From an optimization exercise on the open Yosys and OpenROAD flow, aimed at small area, a short achievable clock period and few clock cycles per item; shortcuts taken in it are not production practice. Where RTL was checked, it was by simulation tests only, not by an equivalence proof against the original. Only the layout flow was run in run 6; the RTL was not checked for function there. Power is estimated from default activity; no workload was simulated.

==> design/flow/design.v <==
module dmem_responder #(
    parameter int unsigned DEPTH   = 64,
    parameter int unsigned ADDR_W  = 32,
    parameter int unsigned LATENCY = 2
) (
    input  logic              clk,
    input  logic              rst,
    input  logic              req_valid,
    output logic              req_ready,
    input  logic              req_we,
    input  logic [ADDR_W-1:0] req_addr,
    input  logic [2:0]        req_funct3,
    input  logic [31:0]       req_wdata,
    output logic              rsp_valid,
    input  logic              rsp_ready,
    output logic [31:0]       rsp_rdata,
    output logic              rsp_err,
    output logic              busy
);
    localparam int unsigned IDX_W = $clog2(DEPTH);
    logic [31:0] mem [DEPTH];
    logic unused_c;
    assign unused_c = ^{req_addr[ADDR_W-1:IDX_W+2]};
    logic [IDX_W-1:0] idx;
    logic [1:0]       off;
    logic [2:0]       f3;
    assign idx = req_addr[IDX_W+1:2];
    assign off = req_addr[1:0];
    assign f3  = req_funct3;
    logic err;
    assign err = (f3[1:0] == 2'b11) || (f3 == 3'b110) || (req_we && f3[2]) ||
                 (f3[1:0] == 2'b01 && off[0]) || (f3[1:0] == 2'b10 && off != 2'b00);
    logic acc;
    assign acc = req_valid && req_ready;
    logic [3:0]  st_be;
    logic [31:0] st_wd;
    always_comb begin
        case (f3[1:0])
            2'b00: begin
                st_be = 4'b0001 << off;
                st_wd = {4{req_wdata[7:0]}};
            end
            2'b01: begin
                st_be = off[1] ? 4'b1100 : 4'b0011;
                st_wd = {2{req_wdata[15:0]}};
            end
            default: begin
                st_be = 4'b1111;
                st_wd = req_wdata;
            end
        endcase
    end
    logic do_st;
    assign do_st = acc && req_we && !err && rst;    
    always_ff @(posedge clk) begin
        for (int w = 0; w < DEPTH; w++) begin
            for (int b = 0; b < 4; b++) begin
                if (do_st && idx == IDX_W'(w) && st_be[b]) mem[w][8*b +: 8] <= st_wd[8*b +: 8];
            end
        end
    end
    localparam int unsigned NC = 4;
    logic [31:0] rd_l1 [DEPTH/4];
    logic [31:0] rd_c  [NC];
    always_comb begin
        for (int g = 0; g < DEPTH/4; g++) begin
            case (idx[1:0])
                2'd0:    rd_l1[g] = mem[4*g];
                2'd1:    rd_l1[g] = mem[4*g+1];
                2'd2:    rd_l1[g] = mem[4*g+2];
                default: rd_l1[g] = mem[4*g+3];
            endcase
        end
        for (int c = 0; c < NC; c++) begin
            case (idx[3:2])
                2'd0:    rd_c[c] = rd_l1[4*c];
                2'd1:    rd_c[c] = rd_l1[4*c+1];
                2'd2:    rd_c[c] = rd_l1[4*c+2];
                default: rd_c[c] = rd_l1[4*c+3];
            endcase
        end
    end
    logic       ld;
    logic [NC-1:0] hs;                               
    logic [3:0] lane0;
    logic [1:0] lane1;
    logic [3:0] sgl;
    logic [4*NC-1:0] n_b0, n_sg;
    logic [2*NC-1:0] n_b1;
    logic [NC-1:0]   n_wd;
    logic       n_x1, n_x2;
    always_comb begin
        ld    = !req_we && !err;
        hs    = NC'(1) << idx[5:4];
        lane0 = 4'd0;
        lane1 = 2'd0;
        sgl   = 4'd0;
        n_x1  = 1'b0;
        n_x2  = 1'b0;
        case (f3[1:0])
            2'b00: begin                             
                lane0 = 4'b0001 << off;
                if (!f3[2]) begin
                    sgl  = 4'b0001 << off;
                    n_x1 = 1'b1;
                    n_x2 = 1'b1;
                end
            end
            2'b01: begin                             
                lane0 = off[1] ? 4'b0100 : 4'b0001;
                lane1 = off[1] ? 2'b10 : 2'b01;
                if (!f3[2]) begin
                    sgl  = off[1] ? 4'b1000 : 4'b0010;
                    n_x2 = 1'b1;
                end
            end
            default: begin                           
                lane0 = 4'b0001;
                lane1 = 2'b01;
            end
        endcase
        if (!ld) begin
            lane0 = 4'd0;
            lane1 = 2'd0;
            sgl   = 4'd0;
        end
        for (int c = 0; c < NC; c++) begin
            n_b0[4*c +: 4] = hs[c] ? lane0 : 4'd0;
            n_b1[2*c +: 2] = hs[c] ? lane1 : 2'd0;
            n_sg[4*c +: 4] = hs[c] ? sgl : 4'd0;
            n_wd[c]        = hs[c] && ld && f3[1:0] == 2'b10;
        end
    end
    logic        s1_v, s1_err;
    logic [31:0]     s1_c [NC];
    logic [4*NC-1:0] s1_b0, s1_sg;
    logic [2*NC-1:0] s1_b1;
    logic [NC-1:0]   s1_wd;
    logic        s1_x1, s1_x2;
    always_ff @(posedge clk) begin
        for (int c = 0; c < NC; c++) s1_c[c] <= rd_c[c];
        s1_err  <= err;
        s1_b0   <= n_b0;
        s1_b1   <= n_b1;
        s1_sg   <= n_sg;
        s1_wd   <= n_wd;
        s1_x1   <= n_x1 && ld;
        s1_x2   <= n_x2 && ld;
    end
    logic        sign;
    logic [31:0] ext;
    always_comb begin
        sign = 1'b0;
        ext  = 32'd0;
        for (int c = 0; c < NC; c++) begin
            for (int l = 0; l < 4; l++) begin
                sign      = sign | (s1_sg[4*c+l] & s1_c[c][8*l+7]);
                ext[7:0]  = ext[7:0] | (s1_c[c][8*l +: 8] & {8{s1_b0[4*c+l]}});
            end
            ext[15:8]  = ext[15:8] | (s1_c[c][15:8] & {8{s1_b1[2*c]}})
                                   | (s1_c[c][31:24] & {8{s1_b1[2*c+1]}});
            ext[31:16] = ext[31:16] | (s1_c[c][31:16] & {16{s1_wd[c]}});
        end
        ext[15:8]  = ext[15:8]  | {8{sign & s1_x1}};
        ext[31:16] = ext[31:16] | {16{sign & s1_x2}};
    end
    logic        v0, v1, v2;
    logic [31:0] q1_data, q2_data;
    logic        q1_err, q2_err;
    logic        take;
    assign take = v0 && rsp_ready;
    logic [1:0] k, k_next;
    always_comb begin
        k      = 2'(v0) + 2'(v1) + 2'(v2);
        k_next = k - 2'(take) + 2'(s1_v);
    end
    always_ff @(posedge clk) begin
        if (!rst) begin
            s1_v      <= 1'b0;
            v0        <= 1'b0;
            v1        <= 1'b0;
            v2        <= 1'b0;
            req_ready <= 1'b0;
            busy      <= 1'b0;
        end else begin
            s1_v      <= acc;
            v0        <= k_next >= 2'd1;
            v1        <= k_next >= 2'd2;
            v2        <= k_next == 2'd3;
            req_ready <= (3'(k_next) + 3'(acc)) <= 3'd2;
            busy      <= (k_next != 2'd0) || acc;
        end
    end
    assign rsp_valid = v0;
    always_ff @(posedge clk) begin
        if (!v0 || take) begin
            rsp_rdata <= v1 ? q1_data : ext;
            rsp_err   <= v1 ? q1_err  : s1_err;
        end
        if (take) begin
            q1_data <= v2 ? q2_data : ext;
            q1_err  <= v2 ? q2_err  : s1_err;
        end else if (!v1) begin
            q1_data <= ext;
            q1_err  <= s1_err;
        end
        if (!v2 || take) begin
            q2_data <= ext;
            q2_err  <= s1_err;
        end
    end
endmodule
==> design/flow/run.sh <==
#!/bin/bash
# synth_recipe.tcl (not shown) runs the flow's synth.tcl, then flattens the netlist and writes it again
# the make line also repeats each setting of config.mk as NAME=value (left out here)
make -C /OpenROAD-flow-scripts/flow DESIGN_CONFIG=/design/flow/config.mk WORK_HOME=/design/flow/orfs CLKGATE_MAP_FILE= SYNTH_SCRIPT=/design/flow/synth_recipe.tcl finish
==> design/flow/config.mk <==
export PLATFORM = sky130hd
export DESIGN_NAME = dmem_responder
export DESIGN_NICKNAME = dmem_responder
export VERILOG_FILES = /design/flow/design.v
export SDC_FILE = /design/flow/constraint.sdc
export NUM_CORES = 4
export LEC_CHECK = 0
export CAP_MARGIN = 20
export CORE_MARGIN = 2
export CORE_UTILIZATION = 65
export CTS_CLUSTER_DIAMETER = 80
export CTS_CLUSTER_SIZE = 30
export SETUP_SLACK_MARGIN = 3.0
export SLEW_MARGIN = 20
==> design/flow/constraint.sdc <==
create_clock -name core_clock -period 5.0 [get_ports {clk}]
set_input_delay 1.0000 -clock core_clock [delete_from_list [all_inputs] [get_ports {clk}]]
set_output_delay 1.0000 -clock core_clock [all_outputs]
set_load 0.01 [all_outputs]
==> metrics.yaml, run 1 <==
yosys:
  yosysTopAreaCell: "edfxtp_1"
  synth.top_cell.area_share: 0.717
  synth-main-ff-cell: "edfxtp_1"
  synthesis.area_um2: 88500
  synth_xor_xnor_area_share: 0.0000989
  yosys_warnings: 5
  synth_nets: 4474
  synth_most_common_cell: "edfxtp_1"
  synth-compound-area-share: 0.0431
  syn_inst: 4397
  synth_top_family_by_area: "multiplexers"
  ys_ff_latch: 2328
  synth_mux_area_frac: 0.146
  postSynthAreaPerCell_um2: 20.1
  async_flop_share: 0
  yosys-top-cells-area: "edfxtp_1 (72%), mux4_2 (13%), dfxtp_1 (4.8%), nor2_1 (1.5%), a221oi_1 (0.83%)"
  seq_area_frac_synth: 0.765
  synth_common_cells: "edfxtp_1 (2114), mux4_2 (512), nor2_1 (346)"
  synthSimpleGateAreaFrac: 0.0257
  synth-edff-count: 2114
  synth_cell_type_count: 58
  synth_fa_ha_area_frac: 0.000791
placement:
  numPortBuffers: 83
  postPlaceCellArea_um2: 92300
  place_congestion: 0.947
  hpwlAfterDp_um: 142000
  dp_cells: 6197
global_route:
  grt_pass1_vias: 47100
  grt_pass1_wl_um: 360000
  antenna_found_initial: 15
  overflow: 0
  grt_max_degree: 65
  grt_usage: 0.373
cells_and_area:
  finalInstanceArea_um2: 107000
  fin_util: 0.793
  syn2layout_area_growth_pct: 21.2
  stdcell_count: 6844
  nNetsFinal: 5050
  drive_gt1_frac: 0.387
  fill_cells: 6611
setup_path:
  cp_max_fo: 8
  cp.required_ps: 5480
  r2r_slack_ps: 2710
  critPathArrivalTime_ps: 2800
  critPathMaxStageDelay_ps: 310
  rr_worst_depth: 9
  crit_path_start: "req_addr[0]"
  crit_top_cell: "buf_6"
  path_cells: "buf_6, o21a_1, o22ai_2, and4b_4, buf_12, buf_12, buf_6, buf_6, nand2b_4, nor2_4, buf_8"
  crit_end: "mem[27][17]"
  path_class: "primary input to flop"
  timing.rr.end: "mem[27][17]"
  r2r-start: "req_ready"
  slowest_stage: "and4b_4"
  start_kind: "primary input"
  worst_setup_path_end_kind: "flop"
power:
  power.total_mw: 34.6
  p_switching_mw: 8.00
  p_sw_frac: 0.231
  pwr-share-comb: 0.075
  pwr-share-seq: 0.628
  clkPwrFrac: 0.296
  leakage_nw: 34.7
  p_per_area_nw_per_um2: 322
  ir_drop_mv: 0.452
  internal_power_mw: 26.6
route:
  first_pass_iters: 5
  vias: 49500
  drc: 0
  vias_per_cell: 7.23
  drt_iter0_markers: 8028
  antenna_left: 0
  routed_wl_um: 264000
  wire_per_inst_um: 38.6
clock_tree:
  cts_root_buf: "clkbuf_16"
  clk_pin_slew_ps: 110
  cts_max_path_buffers: 3
  cts_buffers: 99
  htree_levels: 3
  cts_tree: "yes"
  clock_latency_ps: 790
  cts_sinks: 2328
sta:
  slew_headroom: 0.448
  setup_viol: 0
  rsz0062_at_grt: "true"
  skew_ps: 45.6
  fmax_mhz: 430
  hold_violations: 0
  tns_ps: 0
  finalCritPeriodShare: 0.466
  post-route-min-period_ps: 2330
  tightest_slew_ps: 826
  slew_violations: 0
floorplanning:
  io_pins: 108
  die-area_um2: 139000
  chipHeight_um: 373
  die_w_um: 373
  core_area_um2: 135000
  row_count: 135
  floorplan.initialDensity: 0.654
flow_run:
  maxCapViolations: 0
outcome:
  outcome: "finished clean"
hold_path:
  hold_class: "flop to flop"
cells by family after synthesis:
family | Yosys count
compound gates | 563
xor+xnor | 1
fa+ha+maj | 5
buf+inv | 321
flops | 2328
mux | 643
simple gates | 536
registers in the layout (all words and copies together) (netlist names), 4 cells and up:
signal and cells:
s1_b0 16, s1_c 128, q1_data 32, mem 2048
rsp_rdata 32, q2_data 32, s1_wd 4, s1_sg 16
s1_b1 8
layer usage:
layer / routed length (um) / vias to the layer above / GRT usage
met5: 25 / - / 0
met2: 120000 / 3721 / 0.551
met4: 14300 / 4 / 0.154
li1: - / 19300 / -
met3: 35400 / 708 / 0.0940
met1: 94300 / 25800 / 0.543
metrics by stage:
step	hold WS, ps	setup WS [ps]
floorplan	426	1980
global placement	446	764
detailed placement	460	734
CTS	477	2650
global route	494	2620
finish	467	2670
power by group through the flow:
| stage | Clock (mW) | Combinational [mW] | Sequential (mW) |
|---|---|---|---|
| 4_1_cts | 10.3 | 2.40 | 21.7 |
| 5_1_grt | 11.0 | 2.67 | 21.7 |
| 6_report | 10.3 | 2.61 | 21.7 |
| 2_1_floorplan | 0 | 1.15 | 22.0 |
| 3_5_place_dp | 0 | 1.97 | 22.1 |
| 3_3_place_gp | 0 | 1.94 | 22.1 |
critical path: cells and delay by family:
| family | cells | cell delay, ps |
|---|---|---|
| AOI/OAI and AO/OA | 2 | 260 |
| and+or+nand+nor | 3 | 770 |
| buffers and inverters | 6 | 750 |
timing repair:
item / CTS / global route
cloned: 67 / 12
gates resized for setup: 1206 / 247
hold buffers: 0 / 0
pin swaps: 194 / 167
endpoints found under the setup margin: 3796 / 2614
buffers inserted: 298 / 79
cell type report:
type	instances	area (um^2)	share of cell area
flip-flops and latches	2328	67800	0.632
clock inverters	51	616	0.00574
inverters	35	170	0.00159
repair buffers	748	10900	0.101
clock buffers	133	2660	0.0248
repair inverters	1	11.3	0.000105
well taps	1781	2230	0.0208
diodes	7	17.5	0.000163
multi-input cells	1760	23000	0.214
cells in the final DEF (no fill, tap or decap), types with 76 or more instances in the layout:
master / n
nor2_1: 114
clkbuf_16: 112
a21oi_1: 95
buf_6: 148
buf_4: 173
edfxtp_1: 2114
a22oi_1: 76
nor2_4: 221
buf_12: 203
dfxtp_1: 197
mux4_2: 512
worst min path at each step:
stage	from	to	slack [ps]	cells past startpoint
2_1_floorplan	s1_err	q2_err	430	0
3_5_place_dp	q2_data[10]	q1_data[10]	460	2
5_1_grt	rst	req_ready	490	2
3_3_place_gp	q2_data[13]	q1_data[13]	450	2
4_1_cts	rst	v0	480	2
6_report	q2_data[12]	q1_data[12]	470	2
Testbench counts, summed over its fixed seeds: cycles 4,816, items 4,800.
==> run 2: changes to the inputs <==
--- a/design/flow/config.mk
+++ b/design/flow/config.mk
@@ -12,3 +12,3 @@
 export CTS_CLUSTER_SIZE = 30
-export SETUP_SLACK_MARGIN = 3.0
+export SETUP_SLACK_MARGIN = 2.75
 export SLEW_MARGIN = 20
==> run 2 against run 1 <==
Still clean on timing, DRC and antenna. Register-to-register slack about the same. Cell count decreased by 3.5%. Combinational power decreased by 15%. Non-clock buffer count decreased by 241. Fmax decreased by 1.9%. Worst hold slack improved by 3.8 ps. Routed wire length decreased by 9.5%. Global-route usage decreased by 2.8 points. Clock-buffer cell count unchanged. Clock power about the same. Sequential share of layout area increased by 4.0 points. Synthesized cell count unchanged.
==> metrics.yaml, run 2 <==
power:
  clkPwrFrac: 0.299
  leakage_nw: 32.0
  ir_drop_mv: 0.448
  p_switching_mw: 7.75
  p_sw_frac: 0.227
  pwr-share-comb: 0.065
  internal_power_mw: 26.4
  pwr-share-seq: 0.636
  p_per_area_nw_per_um2: 338
yosys:
  synth_nets: 4474
  postSynthAreaPerCell_um2: 20.1
  synth_common_cells: "edfxtp_1 (2114), mux4_2 (512), nor2_1 (346)"
  yosysTopAreaCell: "edfxtp_1"
  synth-main-ff-cell: "edfxtp_1"
  seq_area_frac_synth: 0.765
  synthesis.area_um2: 88500
  synth-edff-count: 2114
  async_flop_share: 0
  synth_cell_type_count: 58
  yosys-top-cells-area: "edfxtp_1 (72%), mux4_2 (13%), dfxtp_1 (4.8%), nor2_1 (1.5%), a221oi_1 (0.83%)"
  synth_most_common_cell: "edfxtp_1"
  synth.top_cell.area_share: 0.717
  yosys_warnings: 5
  ys_ff_latch: 2328
  syn_inst: 4397
setup_path:
  cp_max_fo: 12
  path_cells: "buf_16, clkinvlp_4, buf_4, buf_4, nand2_2, o22ai_1, a221oi_1, a22o_1"
  cp_num_cells: 8
  slowest_stage: "a221oi_1"
  crit_buf_inv: 4
  critPathArrivalTime_ps: 3060
  crit_top_cell: "buf_4"
  path_class: "primary input to flop"
  critPathMaxStageDelay_ps: 540
  worst_setup_path_end_kind: "flop"
  crit_family: "compound AO/OA/AOI/OAI gates"
  rr_worst_depth: 4
  cp.required_ps: 5690
  start_kind: "primary input"
cells_and_area:
  syn2layout_area_growth_pct: 14.0
  final_cell_mix: "edfxtp_1 (2114), mux4_2 (512), buf_4 (245)"
  largest_register: "mem"
  finalInstanceArea_um2: 101000
  reg_top3: "mem: 2048 flops, s1_c: 128 flops"
  mostFrequentLayoutCell: "edfxtp_1"
  drive_gt1_frac: 0.326
  largest_reg_flops: 2048
  nNetsFinal: 4806
clock_tree:
  cts_max_path_buffers: 3
  cts_root_buf: "clkbuf_16"
  cts_sinks: 2328
  cts_buffers: 99
  hold_buffers: 0
  cts_tree: "yes"
  clk_pin_slew_ps: 100
  clock_latency_ps: 780
  htree_levels: 3
sta:
  fmax_mhz: 421
  rsz0062_at_grt: "true"
  finalCritPeriodShare: 0.475
  tightest_slew_ps: 951
  hold_violations: 0
  hold_ws_ps: 471
  setup_viol: 0
  tns_ps: 0
  skew_ps: 34.5
  slew_headroom: 0.366
  slew_violations: 0
  post-route-min-period_ps: 2370
floorplanning:
  chipHeight_um: 373
  die_w_um: 373
  io_pins: 108
  row_count: 135
  floorplan.initialDensity: 0.654
  core_area_um2: 135000
  die-area_um2: 139000
flow_run:
  maxCapViolations: 0
route:
  first_pass_iters: 6
  vias_per_cell: 7.09
  antenna_left: 0
  wire_per_inst_um: 36.2
  vias: 46800
  drc: 0
  drt_iter0_markers: 7308
  routed_wl_um: 239000
placement:
  postPlaceCellArea_um2: 92300
  place_congestion: 0.947
  hpwlAfterDp_um: 142000
  numPortBuffers: 83
global_route:
  grt_pass1_wl_um: 337000
  grt_pass1_vias: 44800
  overflow: 0
  antenna_found_initial: 15
  grt_max_degree: 65
  grt_usage: 0.346
outcome:
  outcome: "finished clean"
hold_path:
  hold_class: "flop to flop"
  min_path_cells: 2
## run 2: what timing repair did
action	CTS	global route
endpoints found under the setup margin	3385	1475
buffers inserted	164	18
hold endpoints to repair	0	0
gates cloned	28	2
resized for setup	724	67
pin swaps	104	15
## run 2: final timing paths
| path | start | endpoint | slack (ps) |
|---|---|---|---|
| max | req_addr[2] | s1_c[3][4] | 2630 |
| min reg2reg | q2_data[12] | q1_data[12] | 470 |
| min | q2_data[12] | q1_data[12] | 470 |
| max reg2reg | s1_wd[3] | rsp_rdata[26] | 2720 |
## run 2: metrics by stage
stage | cells | util | power, mW | setup slack [ps]
final | 6602 | 0.746 | 34.1 | 2630
after global routing | 6593 | 0.746 | 34.9 | 2630
after CTS | 6573 | 0.742 | 34.1 | 2650
after detailed placement | 6197 | 0.682 | 24.1 | 734
after global placement | 6197 | 0.682 | 24.1 | 764
after floorplan | 4397 | - | 23.1 | 1980
## run 2: cells by family (layout without fill, tap and decap cells)
logic type	after synthesis	after routing	share of synthesized area
adders and majority gates	5	5	0.000791
and+or+nand+nor	536	544	0.0257
AOI/OAI and AO/OA	563	564	0.0431
xor gates and xnor gates	1	1	0.0000989
other	0	9	0
buffers and inverters	321	727	0.0189
DFF	2328	2328	0.765
muxes	643	643	0.146
## run 2: power by group through the flow
| stage | Sequential [mW] | Combinational (mW) | Clock [mW] |
|---|---|---|---|
| after global placement | 22.1 | 1.94 | 0 |
| after CTS | 21.7 | 2.16 | 10.3 |
| after detailed placement | 22.1 | 1.97 | 0 |
| after global routing | 21.7 | 2.29 | 10.9 |
| after floorplan | 22.0 | 1.15 | 0 |
| final | 21.7 | 2.21 | 10.2 |
## run 2: routing by layer
layer  part of all wire  global-route usage  up-vias  wire [um]
li1                   -                   -    18800          -
met5            0.00047                   0        -        113
met4              0.044               0.126       12      10500
met1               0.38               0.518    24600      91200
met3               0.12              0.0745      447      28300
met2               0.46               0.513     2987     109000
## run 2: layout make-up
class                   count  area [um^2]
flip-flops and latches   2328        67800
fillers                  7567        34400
multi-input cells        1757        21500
repair buffers            507         5940
clock buffers             133         2660
well taps                1781         2230
clock inverters            51          616
inverters                  35          174
diodes                      9         22.5
repair inverters            1         11.3
## run 2: worst reg2reg max path: stages, from the launching register on
cell	delay, ps
dfxtp_1	590
a22o_1	330
a221oi_1	520
a21boi_2	370
a21oi_1	170
==> run 3: changes to the inputs <==
--- a/design/flow/config.mk
+++ b/design/flow/config.mk
@@ -12,3 +12,3 @@
 export CTS_CLUSTER_SIZE = 30
-export SETUP_SLACK_MARGIN = 2.75
+export SETUP_SLACK_MARGIN = 2.85
 export SLEW_MARGIN = 20
==> run 3 against run 2 <==
Sequential cell count did not move. Critical path depth is 7 lower. Global-route usage rose by 0.52 points. Die area unchanged. Sequential share of layout area down 1.3 points. Utilization increased by 1.5 points. Clock-buffer cell count unchanged. Critical path type is now flop to primary output. Still clean on timing, DRC and antenna. First-iteration DRC count rose by 3.3%. Clock skew increased by 9.3 ps.
==> metrics.yaml, run 3 <==
global_route:
  grt_pass1_wl_um: 342000
  top_usage_layer: "met1"
  grt_usage: 0.351
  grt_use_met1: 0.522
  overflow: 0
  grt_max_degree: 65
  met3_usage: 0.0799
  grt_pass1_vias: 45500
  use_met2: 0.520
  antenna_found_initial: 12
setup_path:
  rr_worst_depth: 6
  critPathArrivalTime_ps: 1330
  worst_setup_path_end_kind: "primary output"
  crit_end: "rsp_rdata[0]"
  crit_path_start: "rsp_rdata[0]"
  cp_max_fo: 1
  cp.required_ps: 4000
  path_cells: "buf_2"
  critPathMaxStageDelay_ps: 410
  slowest_stage: "edfxtp_1"
  r2r_slack_ps: 2680
  r2r-start: "s1_c[1][15]"
  crit_family: "flip-flops"
  cp_num_cells: 1
  start_kind: "flop"
  timing.rr.end: "rsp_rdata[16]"
  crit_buf_inv: 1
  path_class: "flop to primary output"
route:
  vias_per_cell: 7.13
  vias: 47500
  wire_per_inst_um: 36.8
  drt_iter0_markers: 7546
  first_pass_iters: 6
  drc: 0
  antenna_left: 0
  routed_wl_um: 245000
clock_tree:
  cts_root_buf: "clkbuf_16"
  cts_sinks: 2328
  htree_levels: 3
  clk_pin_slew_ps: 110
  clock_latency_ps: 790
  cts_max_path_buffers: 3
  cts_buffers: 99
  cts_tree: "yes"
hold_path:
  hold_class: "flop to flop"
sta:
  tightest_slew_ps: 1060
  tns_ps: 0
  fmax_mhz: 430
  slew_violations: 0
  post-route-min-period_ps: 2330
  hold_violations: 0
  setup_viol: 0
  rsz0062_at_grt: "true"
  hold_ws_ps: 469
  finalCritPeriodShare: 0.465
  slew_headroom: 0.292
  skew_ps: 43.8
power:
  ir_drop_mv: 0.452
  p_per_area_nw_per_um2: 333
  leakage_nw: 32.7
outcome:
  outcome: "finished clean"
yosys:
  synth_top_family_by_area: "multiplexers"
  synth_common_cells: "edfxtp_1 (2114), mux4_2 (512), nor2_1 (346)"
  synth_mux_area_frac: 0.146
  postSynthAreaPerCell_um2: 20.1
  yosys_warnings: 5
  seq_area_frac_synth: 0.765
  synth.top_cell.area_share: 0.717
  synth_nets: 4474
  yosysTopAreaCell: "edfxtp_1"
  synthSimpleGateAreaFrac: 0.0257
  synthesis.area_um2: 88500
  ys_ff_latch: 2328
  synth_fa_ha_area_frac: 0.000791
  syn_inst: 4397
  synth_xor_xnor_area_share: 0.0000989
  synth_cell_type_count: 58
  synth-compound-area-share: 0.0431
  synth-edff-count: 2114
  async_flop_share: 0
  yosys-top-cells-area: "edfxtp_1 (72%), mux4_2 (13%), dfxtp_1 (4.8%), nor2_1 (1.5%), a221oi_1 (0.83%)"
  synth_most_common_cell: "edfxtp_1"
  synth-main-ff-cell: "edfxtp_1"
cells_and_area:
  largest_reg_flops: 2048
  drive_gt1_frac: 0.348
  final_cell_mix: "edfxtp_1 (2114), mux4_2 (512), dfxtp_1 (207)"
  multi_input_area_um2: 22000
  syn2layout_area_growth_pct: 16.2
  mostFrequentLayoutCell: "edfxtp_1"
  nNetsFinal: 4872
  seqCellArea_um2: 67800
  fill_cells: 7300
  reg_top3: "mem: 2048 flops, s1_c: 128 flops"
  largest_register: "mem"
  stdcell_count: 6664
flow_run:
  maxCapViolations: 0
placement:
  dp_cells: 6197
  hpwlAfterDp_um: 142000
  place_congestion: 0.947
  numPortBuffers: 83
floorplanning:
  die_w_um: 373
  floorplan.initialDensity: 0.654
  chipHeight_um: 373
  row_count: 135
  die-area_um2: 139000
  core_area_um2: 135000
  io_pins: 108
==> run 3: timing repair <==
item	CTS	global route
gates cloned	34	8
endpoints found under the setup margin	3545	1818
resized for setup	794	201
hold buffers	0	0
pin swaps	117	52
buffers inserted	196	40
endpoints found under the hold margin	0	0
==> run 3: area by class of cell <==
cell class                 instances  share of cell area
sequential                      2328               0.659
multi-input combinational       1759               0.214
timing repair buffer             571              0.0717
clock buffer                     133              0.0258
tap                             1781              0.0217
clock inverter                    51             0.00598
inverter                          35             0.00159
antenna                            5            0.000122
timing repair inverter             1           0.0000851
==> run 3: where the power goes <==
group,total (mW),internal (mW),switching [mW]
sequential,21.7,21.4,0.264
clock,10.2,4.13,6.07
combinational,2.33,0.841,1.48
total,34.2,26.4,7.82
==> run 3: worst min-delay path by stage <==
stage	from	to	slack [ps]	depth (start not counted)
2_1_floorplan	s1_err	q2_err	430	0
3_3_place_gp	q2_data[13]	q1_data[13]	450	2
3_5_place_dp	q2_data[10]	q1_data[10]	460	2
4_1_cts	rst	v0	480	2
5_1_grt	q2_data[27]	q1_data[27]	500	2
6_report	q2_data[12]	q1_data[12]	470	2
==> run 3: kinds of logic (layout without fill, tap and decap cells) <==
kind of cell	after synthesis	in the layout
flops	2328	2328
mux	643	643
compound gates	563	564
simple gates	536	546
buf+inv	321	791
fa+ha+maj	5	5
xor+xnor	1	1
other cells	0	5
==> run 3: routing by layer <==
metal / vias up / part of all wire
met5: - / 0.00010
met4: 4 / 0.046
met3: 466 / 0.12
met2: 3158 / 0.46
met1: 25000 / 0.38
li1: 18900 / -
==> run 3: through the flow <==
stage	total power, mW	instance area, um^2	util	setup slack (ps)
after CTS	34.2	101000	0.749	2650
after global routing	35.0	103000	0.760	2630
after detailed placement	24.1	92300	0.682	734
final	34.2	103000	0.760	2670
after global placement	24.1	92300	0.682	764
after floorplan	23.1	89000	-	1980
==> run 4: changes to the inputs <==
--- a/design/flow/config.mk
+++ b/design/flow/config.mk
@@ -12,3 +12,3 @@
 export CTS_CLUSTER_SIZE = 30
-export SETUP_SLACK_MARGIN = 2.85
+export SETUP_SLACK_MARGIN = 2.6
 export SLEW_MARGIN = 20
==> run 4 against run 3 <==
Combinational power down 7%. Critical path depth up 8. Cell count down 1.4%. Via count down 2.2%. Utilization down 1.9 points. Sequential power about the same. Largest power group unchanged.
==> metrics.yaml, run 4 <==
global_route:
  grt_pass1_vias: 44200
  antenna_found_initial: 16
  met3_usage: 0.0672
  grt_max_degree: 77
  grt_use_met1: 0.515
  grt_usage: 0.339
  grt_pass1_wl_um: 331000
  top_usage_layer: "met1"
  use_met2: 0.500
  overflow: 0
outcome:
  outcome: "finished clean"
route:
  vias_per_cell: 7.07
  vias: 46500
  first_pass_iters: 7
  drc: 0
  antenna_left: 0
  drt_iter0_markers: 7032
  wire_per_inst_um: 35.9
  routed_wl_um: 236000
yosys:
  async_flop_share: 0
  synth_cell_type_count: 58
  yosys-top-cells-area: "edfxtp_1 (72%), mux4_2 (13%), dfxtp_1 (4.8%), nor2_1 (1.5%), a221oi_1 (0.83%)"
  synth-main-ff-cell: "edfxtp_1"
  synth_nets: 4474
  syn_inst: 4397
  yosysTopAreaCell: "edfxtp_1"
  seq_area_frac_synth: 0.765
  synth_common_cells: "edfxtp_1 (2114), mux4_2 (512), nor2_1 (346)"
  synth.top_cell.area_share: 0.717
  synth_most_common_cell: "edfxtp_1"
  ys_ff_latch: 2328
  synth-edff-count: 2114
  synthesis.area_um2: 88500
  yosys_warnings: 5
  postSynthAreaPerCell_um2: 20.1
setup_path:
  path_class: "primary input to flop"
  cp.required_ps: 5450
  path_cells: "clkdlybuf4s15_2, buf_12, nor2b_1, o21bai_4, buf_4, buf_4, nand3_4, nor2_1, buf_4"
  critPathArrivalTime_ps: 2940
  start_kind: "primary input"
  slowest_stage: "clkdlybuf4s15_2"
  cp_max_fo: 16
  crit_top_cell: "buf_4"
  worst_setup_path_end_kind: "flop"
  critPathMaxStageDelay_ps: 290
clock_tree:
  cts_sinks: 2328
  clock_latency_ps: 760
  htree_levels: 3
  cts_tree: "yes"
  hold_buffers: 0
  cts_buffers: 99
  cts_max_path_buffers: 3
  clk_pin_slew_ps: 100
  cts_root_buf: "clkbuf_16"
power:
  p_per_area_nw_per_um2: 340
  leakage_nw: 31.7
  ir_drop_mv: 0.450
  power.total_mw: 34.0
cells_and_area:
  syn2layout_area_growth_pct: 13.2
  nNetsFinal: 4781
  reg_top3: "mem: 2048 flops, s1_c: 128 flops"
  final_cell_mix: "edfxtp_1 (2114), mux4_2 (512), buf_4 (237)"
  largest_reg_flops: 2048
  largest_register: "mem"
  mostFrequentLayoutCell: "edfxtp_1"
  drive_gt1_frac: 0.316
floorplanning:
  chipHeight_um: 373
  die-area_um2: 139000
  row_count: 135
  io_pins: 108
  floorplan.initialDensity: 0.654
  core_area_um2: 135000
  die_w_um: 373
sta:
  rsz0062_at_grt: "true"
  setup_viol: 0
  slew_violations: 0
  hold_violations: 0
  slew_headroom: 0.278
  tightest_slew_ps: 1080
  skew_ps: 38.1
  tns_ps: 0
  finalCritPeriodShare: 0.499
  post-route-min-period_ps: 2490
  fmax_mhz: 401
hold_path:
  hold_class: "flop to flop"
placement:
  numPortBuffers: 83
  place_congestion: 0.947
  hpwlAfterDp_um: 142000
flow_run:
  maxCapViolations: 0
==> run 4: critical path, delay by kind of cell <==
family                 cells  cell delay (ps)
buffers and inverters      5             1180
and+or+nand+nor            3              480
AOI/OAI and AO/OA          1              240
==> run 4: through the flow <==
step	area [um^2]	setup WS, ps	instances	util	hold slack (ps)
floorplan	89000	1980	4397	-	426
global placement	92300	764	6197	0.682	446
detailed placement	92300	734	6197	0.682	460
CTS	99300	2500	6525	0.734	480
global route	100000	2530	6568	0.741	497
finish	100000	2510	6572	0.741	470
==> run 4: logic make-up after synthesis <==
| logic type | Yosys count | share of synthesized area |
|---|---|---|
| XOR/XNOR | 1 | 0.0000989 |
| adder cells (fa/ha/maj) | 5 | 0.000791 |
| buffers and inverters | 321 | 0.0189 |
| multiplexers | 643 | 0.146 |
| flip-flops | 2328 | 0.765 |
| AO/OA/AOI/OAI | 563 | 0.0431 |
| AND/OR/NAND/NOR | 536 | 0.0257 |
==> run 4: final cells by class <==
type | count | area, um^2
timing repair buffer | 482 | 5450
fill | 7671 | 35000
antenna | 4 | 10.0
clock buffer | 133 | 2660
inverter | 35 | 158
sequential | 2328 | 67800
multi-input combinational | 1758 | 21400
clock inverter | 51 | 616
tap | 1781 | 2230
==> run 4: power breakdown <==
group          total, mW  switching (mW)  internal (mW)
registers           21.7           0.253           21.4
logic               2.16            1.41          0.752
clock network       10.2            6.04           4.13
total               34.0            7.71           26.3
==> run 4: repair_timing <==
| item | CTS | global route |
|---|---|---|
| endpoints found under the hold margin | 0 | 0 |
| pin swaps | 73 | 27 |
| endpoints found under the setup margin | 3315 | 1203 |
| buffers inserted | 126 | 38 |
| resized for setup | 571 | 127 |
| cloned | 18 | 5 |
==> run 4: final timing paths <==
check,cells past startpoint,startpoint,end,slack [ps]
max reg2reg,4,s1_wd[2],rsp_rdata[17],2520
min,2,q2_data[12],q1_data[12],470
max,9,req_funct3[0],mem[30][16],2510
min reg2reg,2,q2_data[12],q1_data[12],470
==> run 4: routing by layer <==
metal / vias to the layer above / wire length, um / share of wire
met5: - / 23 / 0.000097
met4: 4 / 10100 / 0.043
met3: 418 / 27300 / 0.12
met2: 2814 / 108000 / 0.46
met1: 24500 / 91200 / 0.39
li1: 18700 / - / -
==> run 5: changes to the inputs <==
--- a/design/flow/config.mk
+++ b/design/flow/config.mk
@@ -12,3 +12,3 @@
 export CTS_CLUSTER_SIZE = 30
-export SETUP_SLACK_MARGIN = 2.6
+export SETUP_SLACK_MARGIN = 2.8
 export SLEW_MARGIN = 20
==> run 5 against run 4 <==
First-iteration DRC count grew 3.7%. Critical path depth shrank 8. Utilization grew 1.3 points. Synthesized cell count is the same. Clock-buffer cell count is the same. Largest power group unchanged. Highest routed layer unchanged.
==> metrics.yaml, run 5 <==
cells_and_area:
  syn2layout_area_growth_pct: 15.3
  drive_gt1_frac: 0.340
  largest_register: "mem"
  nNetsFinal: 4858
  seqCellArea_um2: 67800
  reg_top3: "mem: 2048 flops, s1_c: 128 flops"
  multi_input_area_um2: 21800
  fill_cells: 7414
  final_cell_mix: "edfxtp_1 (2114), mux4_2 (512), buf_4 (246)"
  mostFrequentLayoutCell: "edfxtp_1"
  largest_reg_flops: 2048
route:
  vias: 47100
  wire_per_inst_um: 36.4
  antenna_left: 0
  drc: 0
  first_pass_iters: 7
  vias_per_cell: 7.08
  drt_iter0_markers: 7292
  routed_wl_um: 242000
setup_path:
  cp.required_ps: 4000
  path_class: "flop to primary output"
  critPathArrivalTime_ps: 1310
  start_kind: "flop"
  cp_max_fo: 1
  critPathMaxStageDelay_ps: 410
  path_cells: "buf_2"
  slowest_stage: "edfxtp_1"
  crit_family: "flip-flops"
  worst_setup_path_end_kind: "primary output"
  crit_buf_inv: 1
floorplanning:
  core_area_um2: 135000
  die_w_um: 373
  io_pins: 108
  die-area_um2: 139000
  chipHeight_um: 373
  floorplan.initialDensity: 0.654
  row_count: 135
global_route:
  grt_max_degree: 65
  grt_usage: 0.348
  grt_pass1_wl_um: 340000
  antenna_found_initial: 17
  overflow: 0
  grt_pass1_vias: 45100
sta:
  tightest_slew_ps: 1010
  hold_ws_ps: 473
  finalCritPeriodShare: 0.462
  skew_ps: 46.6
  post-route-min-period_ps: 2310
  slew_violations: 0
  setup_ws_ps: 2690
  tns_ps: 0
  setup_viol: 0
  hold_violations: 0
  fmax_mhz: 433
  slew_headroom: 0.328
  rsz0062_at_grt: "true"
clock_tree:
  cts_root_buf: "clkbuf_16"
  cts_sinks: 2328
  clk_pin_slew_ps: 120
  hold_buffers: 0
  cts_buffers: 99
  htree_levels: 3
  cts_max_path_buffers: 3
  clock_latency_ps: 780
  cts_tree: "yes"
hold_path:
  hold_class: "flop to flop"
power:
  leakage_nw: 32.5
  power.total_mw: 34.2
  p_per_area_nw_per_um2: 335
  ir_drop_mv: 0.452
yosys:
  synthesis.area_um2: 88500
  synth_most_common_cell: "edfxtp_1"
  synth_common_cells: "edfxtp_1 (2114), mux4_2 (512), nor2_1 (346)"
  seq_area_frac_synth: 0.765
  yosysTopAreaCell: "edfxtp_1"
  synth_nets: 4474
  synth-edff-count: 2114
  syn_inst: 4397
  ys_ff_latch: 2328
  async_flop_share: 0
  synth_cell_type_count: 58
  yosys_warnings: 5
  yosys-top-cells-area: "edfxtp_1 (72%), mux4_2 (13%), dfxtp_1 (4.8%), nor2_1 (1.5%), a221oi_1 (0.83%)"
  postSynthAreaPerCell_um2: 20.1
  synth-main-ff-cell: "edfxtp_1"
  synth.top_cell.area_share: 0.717
placement:
  dp_worst_setup_slack_ps: 734
  numPortBuffers: 83
  place_congestion: 0.947
  hpwlAfterDp_um: 142000
outcome:
  outcome: "finished clean"
flow_run:
  maxCapViolations: 0
## run 5: cell types whose count changed in the layout (fill, tap and decap cells not counted), sizes merged
cell and delta:
dlygate4sd2 -7, diode -1, buf +91, clkdlybuf4s15 -4, clkinv +1, clkbuf -4
## run 5: logic make-up (layout without fill, tap and decap cells)
group                    after synthesis  count (layout)  synth area share
other                                  0               3                 0
AND/OR/NAND/NOR                      536             545            0.0257
adder cells (fa/ha/maj)                5               5          0.000791
flip-flops                          2328            2328             0.765
multiplexers                         643             643             0.146
XOR/XNOR                               1               1         0.0000989
buffers and inverters                321             778            0.0189
AO/OA/AOI/OAI                        563             564            0.0431
## run 5: final timing paths
check,start,to,slack (ps),depth (start not counted)
hold reg to reg,q2_data[12],q1_data[12],470,2
setup reg to reg,s1_wd[1],rsp_rdata[21],2770,4
hold / removal,q2_data[12],q1_data[12],470,2
setup / recovery,rsp_rdata[0],rsp_rdata[0],2690,1
## run 5: layout make-up
| type | count | share of cell area |
|---|---|---|
| inverter | 35 | 0.00157 |
| sequential | 2328 | 0.664 |
| clock buffer | 133 | 0.0260 |
| clock inverter | 51 | 0.00603 |
| timing repair inverter | 1 | 0.0000858 |
| tap | 1781 | 0.0218 |
| antenna | 3 | 0.0000736 |
| timing repair buffer | 558 | 0.0664 |
| multi-input combinational | 1758 | 0.214 |
## run 5: power breakdown
part,total (mW),switching (mW),internal (mW),leakage (nW)
registers,21.7,0.262,21.4,21.0
logic,2.28,1.46,0.820,9.90
clock network,10.2,6.07,4.13,1.58
## run 5: layer usage
layer,vias up,share of wire,track usage,wire length [um]
met4,16,0.043,0.125,10500
met2,3058,0.46,0.517,110000
met5,-,0.00065,0,157
met3,473,0.12,0.0775,29600
li1,18900,-,-,-
met1,24700,0.38,0.521,91600
## run 5: stage by stage
stage | utilization | cells | area, um^2
4_1_cts | 0.746 | 6602 | 101000
2_1_floorplan | - | 4397 | 89000
6_report | 0.754 | 6648 | 102000
3_5_place_dp | 0.682 | 6197 | 92300
5_1_grt | 0.754 | 6645 | 102000
3_3_place_gp | 0.682 | 6197 | 92300
## run 5: timing repair
| action | in CTS | in global routing |
|---|---|---|
| setup endpoints to repair | 3480 | 1607 |
| setup buffers | 192 | 37 |
| hold endpoints to repair | 0 | 0 |
| resized for setup | 761 | 127 |
| gates cloned | 29 | 6 |
| pin swaps | 121 | 21 |
==> run 6: changes to the inputs <==
--- a/design/flow/design.v
+++ b/design/flow/design.v
@@ -194,7 +194,18 @@
     assign rsp_valid = v0;
-    always_ff @(posedge clk) begin
+    logic [31:0] q0_data_n, head_data;
+    logic        q0_err_n, head_err;
+    always_comb begin
         if (!v0 || take) begin
-            rsp_rdata <= v1 ? q1_data : ext;
-            rsp_err   <= v1 ? q1_err  : s1_err;
-        end
+            head_data = v1 ? q1_data : ext;
+            head_err  = v1 ? q1_err  : s1_err;
+        end else begin
+            head_data = ~q0_data_n;
+            head_err  = !q0_err_n;
+        end
+    end
+    always_ff @(posedge clk) begin
+        rsp_rdata <= head_data;
+        rsp_err   <= head_err;
+        q0_data_n <= ~head_data;
+        q0_err_n  <= !head_err;
         if (take) begin
==> run 6 against run 5 <==
Critical path type is now primary input to flop. Area after synthesis rose by 1.7%. Sequential power barely moved. Highest routed layer unchanged. Cell count rose by 4.0%. Largest cell class unchanged. Register-to-register slack barely moved.
==> metrics.yaml, run 6 <==
setup_path:
  path_class: "primary input to flop"
  cp.required_ps: 5650
  cp_max_fo: 23
  worst_setup_path_end_kind: "flop"
  start_kind: "primary input"
  critPathArrivalTime_ps: 2960
clock_tree:
  clk_pin_slew_ps: 110
  clock_latency_ps: 790
  cts_max_path_buffers: 3
  cts_buffers: 102
  cts_tree: "yes"
  hold_buffers: 0
  cts_sinks: 2361
  htree_levels: 3
  cts_root_buf: "clkbuf_16"
power:
  ir_drop_mv: 0.393
  power.total_mw: 34.9
  leakage_nw: 33.3
  p_per_area_nw_per_um2: 332
yosys:
  postSynthAreaPerCell_um2: 19.1
  seq_area_frac_synth: 0.759
  synth_cell_type_count: 65
  synth.top_cell.area_share: 0.702
  yosys_warnings: 5
  yosys-top-cells-area: "edfxtp_1 (70%), mux4_2 (12%), dfxtp_1 (5.7%), nor2_1 (1.6%), mux2i_1 (1.1%)"
  async_flop_share: 0
  synth_common_cells: "edfxtp_1 (2105), mux4_2 (483), nor2_1 (372)"
  synthesis.area_um2: 90000
  syn_inst: 4702
  synth-main-ff-cell: "edfxtp_1"
  synth_nets: 4779
  yosysTopAreaCell: "edfxtp_1"
  synth-edff-count: 2105
  synth_most_common_cell: "edfxtp_1"
  ys_ff_latch: 2361
global_route:
  grt_max_degree: 98
  grt_usage: 0.358
  grt_pass1_vias: 47000
  antenna_found_initial: 16
  overflow: 0
  grt_pass1_wl_um: 352000
cells_and_area:
  nNetsFinal: 5106
  mostFrequentLayoutCell: "edfxtp_1"
  drive_gt1_frac: 0.318
  largest_register: "mem"
  fill_cells: 7500
  final_cell_mix: "edfxtp_1 (2105), mux4_2 (483), nor2_4 (257)"
  stdcell_count: 6913
  reg_top3: "mem: 2048 flops, s1_c: 128 flops"
  syn2layout_area_growth_pct: 16.8
  fin_util: 0.765
  largest_reg_flops: 2048
floorplanning:
  chipHeight_um: 376
  io_pins: 108
  die_w_um: 376
  core_area_um2: 137000
  die-area_um2: 141000
  row_count: 136
  floorplan.initialDensity: 0.655
route:
  highest_layer: "met5"
  routed_wl_um: 253000
  drt-met1-wl_um: 96300
  dr_wl_met3_um: 29900
  vias: 49100
  drc: 0
  drt_iter0_markers: 7295
  route.met2.wl_um: 115000
  wire_per_inst_um: 36.7
  vias_per_cell: 7.11
  antenna_left: 0
  first_pass_iters: 8
sta:
  fmax_mhz: 432
  finalCritPeriodShare: 0.463
  slew_headroom: 0.433
  setup_viol: 0
  post-route-min-period_ps: 2320
  skew_ps: 27.8
  tightest_slew_ps: 849
  slew_violations: 0
  tns_ps: 0
  setup_ws_ps: 2680
  hold_violations: 0
  rsz0062_at_grt: "true"
placement:
  place_congestion: 0.944
  dp_cells: 6393
  numPortBuffers: 83
  hpwlAfterDp_um: 148000
  dp_worst_setup_slack_ps: 643
flow_run:
  maxCapViolations: 0
hold_path:
  hold_class: "flop to flop"
outcome:
  outcome: "finished clean"
run 6: changes by cell type in the layout (fill, tap and decap cells not counted), sizes merged, moves of 20 or more:
cell	previous run	this run
buf	519	464
a22oi	76	106
inv	53	75
mux4	512	483
nand2	62	151
o21ai	94	157
a222oi	0	20
mux2i	62	100
and2	6	31
dfxtp	214	256
nor2	348	374
o31ai	0	25
run 6: through the flow:
step           hold WS [ps]  area [um^2]
2_1_floorplan           403        91000
3_3_place_gp            418        93800
3_5_place_dp            420        93800
4_1_cts                 436       104000
5_1_grt                 456       105000
6_report                437       105000
run 6: cell type report:
type                       count  area [um^2]  area share
multi-input combinational   1987        22900       0.218
clock inverter                55          698     0.00664
timing repair buffer         525         7920      0.0753
sequential                  2361        68400       0.650
antenna                        6         15.0    0.000143
timing repair inverter         4         28.8    0.000274
inverter                      48          211     0.00201
clock buffer                 133         2730      0.0260
tap                         1794         2240      0.0213
run 6: logic make-up after synthesis:
logic type                 after synthesis  synth area share
buffers and inverters                  355            0.0183
xor gates and xnor gates                 2          0.000195
and+or+nand+nor                        702            0.0344
adders and majority gates                5          0.000778
muxes                                  633             0.138
AOI/OAI and AO/OA                      644            0.0488
DFF                                   2361             0.759
run 6: final timing paths:
| kind | startpoint | end | slack (ps) | cells past startpoint |
|---|---|---|---|---|
| worst max-delay path | req_addr[2] | s1_c[0][2] | 2680 | 9 |
| worst min-delay path | q0_err_n | rsp_err | 440 | 1 |
| worst min register to register | q0_err_n | rsp_err | 440 | 1 |
| worst max register to register | req_ready | mem[8][30] | 2760 | 7 |
run 6: critical path, cell delays in order:
cell and delay [ps]:
bufbuf_16 270, buf_4 160, and2_4 210, buf_12 200, buf_4 220, nand2_1 90
nand2_1 60, a222oi_1 590, a21oi_2 140
run 6: repair_timing:
item,4_1_cts,5_1_grt
cloned,38,12
setup buffers,254,22
gates resized for setup,692,72
pin swaps,201,49
hold endpoints to repair,0,0
setup endpoints to repair,3803,2388
run 6: metal layers:
metal | vias up | GRT usage
met3 | 534 | 0.0746
li1 | 19700 | -
met5 | - | 0
met2 | 3220 | 0.529
met1 | 25600 | 0.538
met4 | 10 | 0.135
run 6: power breakdown:
part           internal (mW)  switching [mW]
Clock                   4.26            6.27
Combinational          0.855            1.54
Sequential              21.7           0.269

separate check: timing with driven ports:
Ports are ideal in the flow. The routed layouts listed here were re-timed in OpenROAD.
Step 1 sets driving cells, clkbuf_16 on the clock port and buf_2 on the other inputs (assumed; they add their load-dependent delay and slew).
Step 2, shift: input delay + t, output delay - t, t = (earliest + latest rising clock arrival at the registers) / 2. This alone moves slack from input paths to output paths.
a / b / c = ideal ports / drivers / drivers and shift; a / b = the first two.
| run | t (ns) | slack for setup (ns) | worst register clock-pin slew, ns |
|---|---|---|---|
| run 1 | 0.851 | 2.672 / 2.592 / 1.750 | 0.12 / 0.12 |
| run 2 | 0.842 | 2.627 / 2.396 / 1.554 | 0.12 / 0.12 |
| run 3 | 0.847 | 2.675 / 2.547 / 1.700 | 0.12 / 0.12 |
| run 4 | 0.831 | 2.507 / 2.382 / 1.551 | 0.12 / 0.12 |
| run 5 | 0.839 | 2.689 / 2.528 / 1.689 | 0.12 / 0.12 |
| run 6 | 0.857 | 2.683 / 2.573 / 1.716 | 0.12 / 0.12 |
After both steps every run listed still meets setup and hold. The setup slack of run 2, which loses most, moves by -0.231 ns with the drivers and by -1.073 ns with both steps.
